Context: an optimization exercise on an open-source flow, tuned for small area. The choices shown serve that exercise and are no tape-out recipe.
In this exercise RTL edits were held to simulation tests only and were not proved equivalent to the original.
Power is estimated from default activity; no workload was simulated.

==> design.v <==
package npc_pkg;
  typedef enum logic [2:0] {
    CTRL_SEQ  = 3'b000,
    CTRL_RSV  = 3'b001,
    CTRL_JAL  = 3'b010,
    CTRL_JALR = 3'b011,
    CTRL_BEQ  = 3'b100,
    CTRL_BNE  = 3'b101,
    CTRL_BLT  = 3'b110,
    CTRL_BGE  = 3'b111
  } ctrl_npc_e;
  localparam logic [1:0] CTR_SNT = 2'b00;
  localparam logic [1:0] CTR_WNT = 2'b01;
  localparam logic [1:0] CTR_WT  = 2'b10;
  localparam logic [1:0] CTR_ST  = 2'b11;
endpackage
import npc_pkg::*;
module npc_btb #(
  parameter int DATAWIDTH   = 32,
  parameter int BTB_ENTRIES = 16
) (
  input  logic                 clk,
  input  logic                 rst_n,
  input  logic [DATAWIDTH-1:2] lk_pc,
  output logic                 lk_taken,
  output logic [DATAWIDTH-1:0] lk_target,
  input  logic                 up_en,
  input  logic [DATAWIDTH-1:2] up_pc,
  input  logic                 up_taken,
  input  logic [DATAWIDTH-1:0] up_target
);
  function automatic logic [1:0] ctr_next(input logic [1:0] ctr, input logic taken);
    if (taken) ctr_next = (ctr == CTR_ST) ? CTR_ST : ctr + 2'd1;
    else       ctr_next = (ctr == CTR_SNT) ? CTR_SNT : ctr - 2'd1;
  endfunction
  localparam int IDX_W = $clog2(BTB_ENTRIES);
  localparam int TAG_W = DATAWIDTH - 2 - IDX_W;
  logic [BTB_ENTRIES-1:0]                vld_q, vld_d;
  logic [BTB_ENTRIES-1:0][TAG_W-1:0]     tag_q, tag_d;
  logic [BTB_ENTRIES-1:0][1:0]           ctr_q, ctr_d;
  logic [BTB_ENTRIES-1:0][DATAWIDTH-1:0] tgt_q, tgt_d;
  logic [IDX_W-1:0] lk_idx, up_idx;
  logic [TAG_W-1:0] lk_tag, up_tag;
  logic             lk_hit, up_hit;
  assign lk_idx = lk_pc[IDX_W+1:2];
  assign lk_tag = lk_pc[DATAWIDTH-1:IDX_W+2];
  assign up_idx = up_pc[IDX_W+1:2];
  assign up_tag = up_pc[DATAWIDTH-1:IDX_W+2];
  assign lk_hit    = vld_q[lk_idx] && (tag_q[lk_idx] == lk_tag);
  assign lk_taken  = lk_hit && ctr_q[lk_idx][1];
  assign lk_target = tgt_q[lk_idx];
  assign up_hit    = vld_q[up_idx] && (tag_q[up_idx] == up_tag);
  always_comb begin
    vld_d = vld_q;
    tag_d = tag_q;
    ctr_d = ctr_q;
    tgt_d = tgt_q;
    if (up_en) begin
      if (up_hit) begin
        ctr_d[up_idx] = ctr_next(ctr_q[up_idx], up_taken);
        if (up_taken) tgt_d[up_idx] = up_target;
      end else if (up_taken) begin
        vld_d[up_idx] = 1'b1;
        tag_d[up_idx] = up_tag;
        ctr_d[up_idx] = CTR_WT;
        tgt_d[up_idx] = up_target;
      end
    end
  end
  always_ff @(posedge clk or negedge rst_n) begin
    if (!rst_n) begin
      vld_q <= '0;
      tag_q <= '0;
      ctr_q <= {BTB_ENTRIES{CTR_WNT}};
      tgt_q <= '0;
    end else begin
      vld_q <= vld_d;
      tag_q <= tag_d;
      ctr_q <= ctr_d;
      tgt_q <= tgt_d;
    end
  end
endmodule
import npc_pkg::*;
module npc_bp #(
  parameter int                  DATAWIDTH   = 32,
  parameter int                  BTB_ENTRIES = 32,
  parameter logic [DATAWIDTH-1:0] RESET_PC   = 32'h0000_0000,
  parameter int                  CNT_WIDTH   = 16
) (
  input  logic                 clk,
  input  logic                 rst_n,
  input  logic                 stall,
  output logic [DATAWIDTH-1:0] pc,
  output logic [DATAWIDTH-1:0] pred_npc,
  output logic                 pred_taken,
  input  logic                 ex_valid,
  input  logic [DATAWIDTH-1:0] ex_pc,
  input  logic [DATAWIDTH-1:0] ex_pred_npc,
  input  logic [2:0]           ex_ctrl_NPC,
  input  logic [1:0]           ex_flags,
  input  logic [DATAWIDTH-1:0] ex_imm,
  input  logic [DATAWIDTH-1:0] ex_result_ALU,
  output logic [DATAWIDTH-1:0] ex_pc_add4,
  output logic                 flush,
  output logic [CNT_WIDTH-1:0] mispredict_cnt
);
  logic [DATAWIDTH-1:0] pc_q, pc_d;
  logic [CNT_WIDTH-1:0] cnt_q, cnt_d;
  logic [DATAWIDTH-1:0] btb_target, act_npc;
  logic                 btb_taken, act_taken, is_cti;
  logic [2:0]           ctrl;
  npc_btb #(
    .DATAWIDTH  (DATAWIDTH),
    .BTB_ENTRIES(BTB_ENTRIES)
  ) u_btb (
    .clk      (clk),
    .rst_n    (rst_n),
    .lk_pc    (pc_q[DATAWIDTH-1:2]),
    .lk_taken (btb_taken),
    .lk_target(btb_target),
    .up_en    (ex_valid && is_cti),
    .up_pc    (ex_pc[DATAWIDTH-1:2]),
    .up_taken (act_taken),
    .up_target(act_npc)
  );
  assign pc             = pc_q;
  assign pred_taken     = btb_taken;
  assign pred_npc       = btb_taken ? btb_target : pc_q + DATAWIDTH'(4);
  assign ex_pc_add4     = ex_pc + DATAWIDTH'(4);
  assign mispredict_cnt = cnt_q;
  assign ctrl           = ex_ctrl_NPC;
  always_comb begin
    is_cti    = 1'b0;
    act_taken = 1'b0;
    case (ctrl)
      CTRL_JAL, CTRL_JALR: begin is_cti = 1'b1; act_taken = 1'b1;          end
      CTRL_BEQ:            begin is_cti = 1'b1; act_taken =  ex_flags[0];  end
      CTRL_BNE:            begin is_cti = 1'b1; act_taken = !ex_flags[0];  end
      CTRL_BLT:            begin is_cti = 1'b1; act_taken =  ex_flags[1];  end
      CTRL_BGE:            begin is_cti = 1'b1; act_taken = !ex_flags[1];  end
      default:             ;
    endcase
    if (ctrl == CTRL_JALR) act_npc = ex_result_ALU & {{(DATAWIDTH-1){1'b1}}, 1'b0};
    else if (act_taken)    act_npc = ex_pc + ex_imm;
    else                   act_npc = ex_pc_add4;
    flush = ex_valid && (act_npc != ex_pred_npc);
    if (flush)      pc_d = act_npc;
    else if (stall) pc_d = pc_q;
    else            pc_d = pred_npc;
    cnt_d = cnt_q;
    if (flush && (cnt_q != '1)) cnt_d = cnt_q + CNT_WIDTH'(1);
  end
  always_ff @(posedge clk or negedge rst_n) begin
    if (!rst_n) begin
      pc_q  <= RESET_PC;
      cnt_q <= '0;
    end else begin
      pc_q  <= pc_d;
      cnt_q <= cnt_d;
    end
  end
endmodule
==> run.sh <==
#!/bin/bash
# synth_recipe.tcl (not shown) runs the flow's synth.tcl, then flattens the netlist and writes it again
# the make line also repeats each setting of config.mk as NAME=value (left out here)
make -C /OpenROAD-flow-scripts/flow DESIGN_CONFIG=/design/flow/config.mk WORK_HOME=/design/flow/orfs CLKGATE_MAP_FILE= SYNTH_SCRIPT=/design/flow/synth_recipe.tcl finish
==> config.mk <==
export PLATFORM = sky130hd
export DESIGN_NAME = npc_bp
export DESIGN_NICKNAME = npc_bp
export VERILOG_FILES = /design/flow/design.v
export SDC_FILE = /design/flow/constraint.sdc
export NUM_CORES = 4
export LEC_CHECK = 0
export CAP_MARGIN = 20
export CORE_MARGIN = 2
export CORE_UTILIZATION = 40
export SLEW_MARGIN = 20
==> constraint.sdc <==
create_clock -name core_clock -period 9.0 [get_ports {clk}]
set_input_delay 1.8000 -clock core_clock [delete_from_list [all_inputs] [get_ports {clk}]]
set_output_delay 1.8000 -clock core_clock [all_outputs]
set_load 0.01 [all_outputs]
==> run notes <==
[tightest hold or removal path, delay by kind of cell, from the launching register on]
kind / cells / cell delay (ns)
DFF: 1 / 0.36
and+or+nand+nor: 2 / 0.08
[placed cells by master (no fill, tap or decap), drive strengths merged, types with 14 or more instances in the layout]
master / instances
a211oi: 33
a21o: 15
a21oi: 122
a221oi: 23
a22o: 414
a22oi: 58
a31oi: 27
and2: 20
and3: 15
buf: 352
bufinv: 18
clkbuf: 311
clkdlybuf4s50: 231
clkinv: 62
dfrtp: 1936
dfstp: 32
diode: 20
ha: 38
inv: 59
mux2: 392
mux2i: 133
mux4: 744
nand2: 1356
nand2b: 41
nand3: 108
nand4: 58
nor2: 157
nor2b: 30
nor3: 43
nor4: 29
o211ai: 26
o21ai: 1220
o221ai: 16
o22ai: 47
o31ai: 16
or2: 37
or3: 14
xnor2: 97
xor2: 63
[stage by stage]
stage | power, mW | instance area [sq um] | worst slack [ns]
floorplan | 15.2 | 99400 | 1.48
CTS | 26.9 | 113000 | 0.155
global route | 27.9 | 113000 | 0.144
global placement | 17.5 | 106000 | 0.345
detailed placement | 17.7 | 106000 | 0.384
finish | 26.9 | 113000 | 0.204
[power by group through the flow]
stage	clock (mW)	combinational, mW	sequential, mW
detailed placement	0	6.22	11.5
global placement	0	6.12	11.4
CTS	9.29	6.24	11.3
global route	9.66	6.71	11.5
finish	9.19	6.33	11.4
floorplan	0	4.12	11.1
[registers in the layout (all words and copies together) (netlist names)]
name and flops:
u_btb.ctr_q 64, u_btb.tgt_q 1024, u_btb.vld_q 32, u_btb.tag_q 800, pc_q 32, cnt_q 16
[kinds of logic (layout without fill, tap and decap cells)]
group                      after synthesis  after routing
muxes                                 1269           1269
adders and majority gates               41             41
xor gates and xnor gates               161            161
other                                    0             20
buffers and inverters                  901           1037
and+or+nand+nor                       1944           1944
DFF                                   1968           1968
AOI/OAI and AO/OA                     2130           2130
[cell type report]
type,instances,area [sq um]
fillers,22200,133000
diodes,20,50.0
clock inverters,87,1170
repair buffers,583,5660
flip-flops and latches,1968,49300
inverters,56,218
clock buffers,311,6180
well taps,3312,4140
multi-input cells,5545,46600
[synth_stat cells (all sizes together), types with 58 or more instances]
master / instances
nand3: 108
clkbuf: 576
nand4: 58
dfrtp: 1936
a22oi: 58
mux2i: 133
a21oi: 122
nand2: 1356
mux4: 744
xnor2: 97
mux2: 392
xor2: 63
a22o: 414
o21ai: 1220
nor2: 157
buf: 266
[routing by layer]
metal,track usage,vias to the layer above,share of wire,wire length [um]
li1,-,31000,-,-
met1,0.396,39000,0.39,147000
met2,0.432,4247,0.44,165000
met3,0.0672,917,0.10,37500
met4,0.183,6,0.072,26900
met5,0,-,0.000090,34
[worst max-delay path by stage]
stage / cells past startpoint / endpoint / slack (ns)
2_1_floorplan: 20 / flush / 1.48
3_3_place_gp: 15 / flush / 0.35
6_report: 13 / flush / 0.20
4_1_cts: 14 / pred_npc[18] / 0.16
5_1_grt: 14 / flush / 0.14
3_5_place_dp: 14 / flush / 0.38
==> run notes <==
* First-iteration detailed-routing DRC count at 9438
* Synth Area in Adders at 0.00519
* Hold path endpoint: u_btb.ctr_q[0]$_DFFE_PN1P_
* H-Tree Depth at 4
* Final Hold Fails at 0
* Largest net degree at the start of global routing at approximately 190
* Cells after DPL at between 10k and 15k
* EDFF count, synth at 0
* Area share of the largest cell type after synthesis at 0.487
* Least-Margin Pin Slew at 1.14 ns
* Worst Skew at about 0.14 ns
* Static Leak at ~49 nW
* Synth Area in Simple Gates at 0.0838
* Clock network fraction of total power at 0.342
* Layout area overhead at 14.1%
* Worst R2R Path Depth at 14
* Critical Path Sink Type: output pin
* GRT Residual Overflow at 0
* Max-slew violation count at 0
* Die W at between 500 and 600 um
* Min Hold Slack at approximately 0.46 ns
* Fmax at ~110 MHz
* Hold path depth at 2
* Xor and xnor area share after synthesis at 0.0143
* RSZ-0062 raised after global routing: no
* Sw Ratio at 0.313
* CTS clock-pin slew for the worst setup and hold paths at ~0.05 ns
* ANT nets after route at 0
* Top post-synthesis cells by area: dfrtp_1 49%, mux4_2 16%, o21ai_0 6.1%, nand2_1 5.1%, mux2_2 4.1%
* # resized after CTS at 0
* Setup bufs post-CTS at 0
* Crit path max-delay family: buffers and inverters
* Slew headroom at 0.236
* Total negative slack at 0 ns
* Main combinational cell family by area after synthesis: multiplexers
* Syn Area/Cell at 11.8 sq um
* Fin cells at about 12k
* Gate power share at 0.235
* CP Cell Sequence: clkdlybuf4s50_1 > inv_1 > a31oi_1 > nand2_1 > a222oi_1 > xnor2_1 > or4b_1 > nor4_1 > nand4_1 > or4_4 > o21ai_4 > inv_1 > clkdlybuf4s50_1
* Worst min-delay path startpoint: u_btb.ctr_q[0]$_DFFE_PN1P_
* Mapped Cells at around 8.4k
* Hold crit path type: reg2reg
* Core outline area at 0.246 sq mm
* Worst vdd ir at roughly 0.20 mV
* Worst-skew pair later-pin latency at between 0.9 and 1 ns
* Area fraction in compound gates after synthesis at 0.134
* Layout cells sized above 1 at 0.232
* Final cycle utilization of the critical path at 0.977
* WL final at 376000 um
* CTS tree: built
* NumNets Final at around 8.5k
* R2R Path Start: pc_q[2]$_DFFE_PN0P_
* R2r setup slk at 3.22 ns
* Die area at about 0.25 sq mm
* Sequential share of power at 0.423
* Worst Path Max Fanout at 9
* Clock Root Buffer: clkbuf_16
* CTS buffer count at 210
* Req. time, crit path at about 7.2 ns
* Routed wire per std cell at 31.6 um
* Post-synth cell types at just under 100
* Number of antenna violations at the first check in global routing at 22
* Number of top-level pins at 251
* Tmin final at around 8.8 ns
* Initial core utilization at 0.403
* Setup crit start: ex_ctrl_NPC[0]
* Status: timing/DRC/antenna clean
* Buffers and inverters on the worst path at 4
* Pre-Repair DR Iteration Count at 5
* Die height at roughly 500 um
* Max_cap viols at 0
* Design internal power at ~18 mW
* Number of global-route vias before repair at 73.6k
* Post-detail-place hpwl at about 240000 um
* FP Rows at between 150 and 200
* Synthesized net count at 8590
* Clk buf depth at 3
* Area leader, netlist: dfrtp_1
* Avg Vias per Cell at 6.32
* Main synth FF type: dfrtp_1
* Number of I/O port buffers at approximately 250
* #FFs+latches synth at just under 2k
* Critical path's slowest cell: clkdlybuf4s50_1
* Drt drc at 0
* Global Route Usage Sum at 0.294
* Final setup fails at 0
* Mapped cell area at about 0.1 sq mm
* Switch Pwr at 8.40 mW
* Startpoint types: input port
* Worst R2R End: pc_q[12]$_DFFE_PN0P_
* Finished Core Util at 0.460
* Worst path arrival time at 7.00 ns
* YS warnings at 2
* First-pass GRT wire length at roughly 540000 um
* Multiplexer share of the synthesized area at 0.227
* Final GP Congestion at 0.959
* Async SR Flop Fraction at 1.00
* Sequential element share of the synthesized area at 0.496
* Crit Path Class: in2out
* Sink Count at 1968
* Vias at 75.1k
* CP peak stage delay at slightly below 0.9 ns
* Hold buffers post-CTS at 0
* Power per cell area at about 240 mW/mm^2

-- port drivers added, routing unchanged --
Ports are ideal in the flow. The routed layout listed here was re-timed in OpenROAD.
Step 1 sets driving cells, clkbuf_16 on the clock port and buf_2 on the other inputs (assumed; they add their load-dependent delay and slew).
Step 2 adds t to the input delays and takes it off the output delays; t is the mean of the earliest and latest rising clock arrival at the registers after step 1. Input paths then give back, and output paths get back, about the clock's delay inside the block.
a / b / c = ideal ports / drivers / drivers and shift; a / b = the first two.
shift t [ns]: 0.949
setup slack, ns: 0.204 / 0.141 / 0.141
hold slack, ns: 0.455 / 0.455 / 0.455
worst data-port slew with drivers (ns): 0.18
cell pins on the clock port's net: 1
After both steps this run still meets setup and hold. The setup slack of this run moves by -0.063 ns with the drivers and by -0.063 ns with both steps.
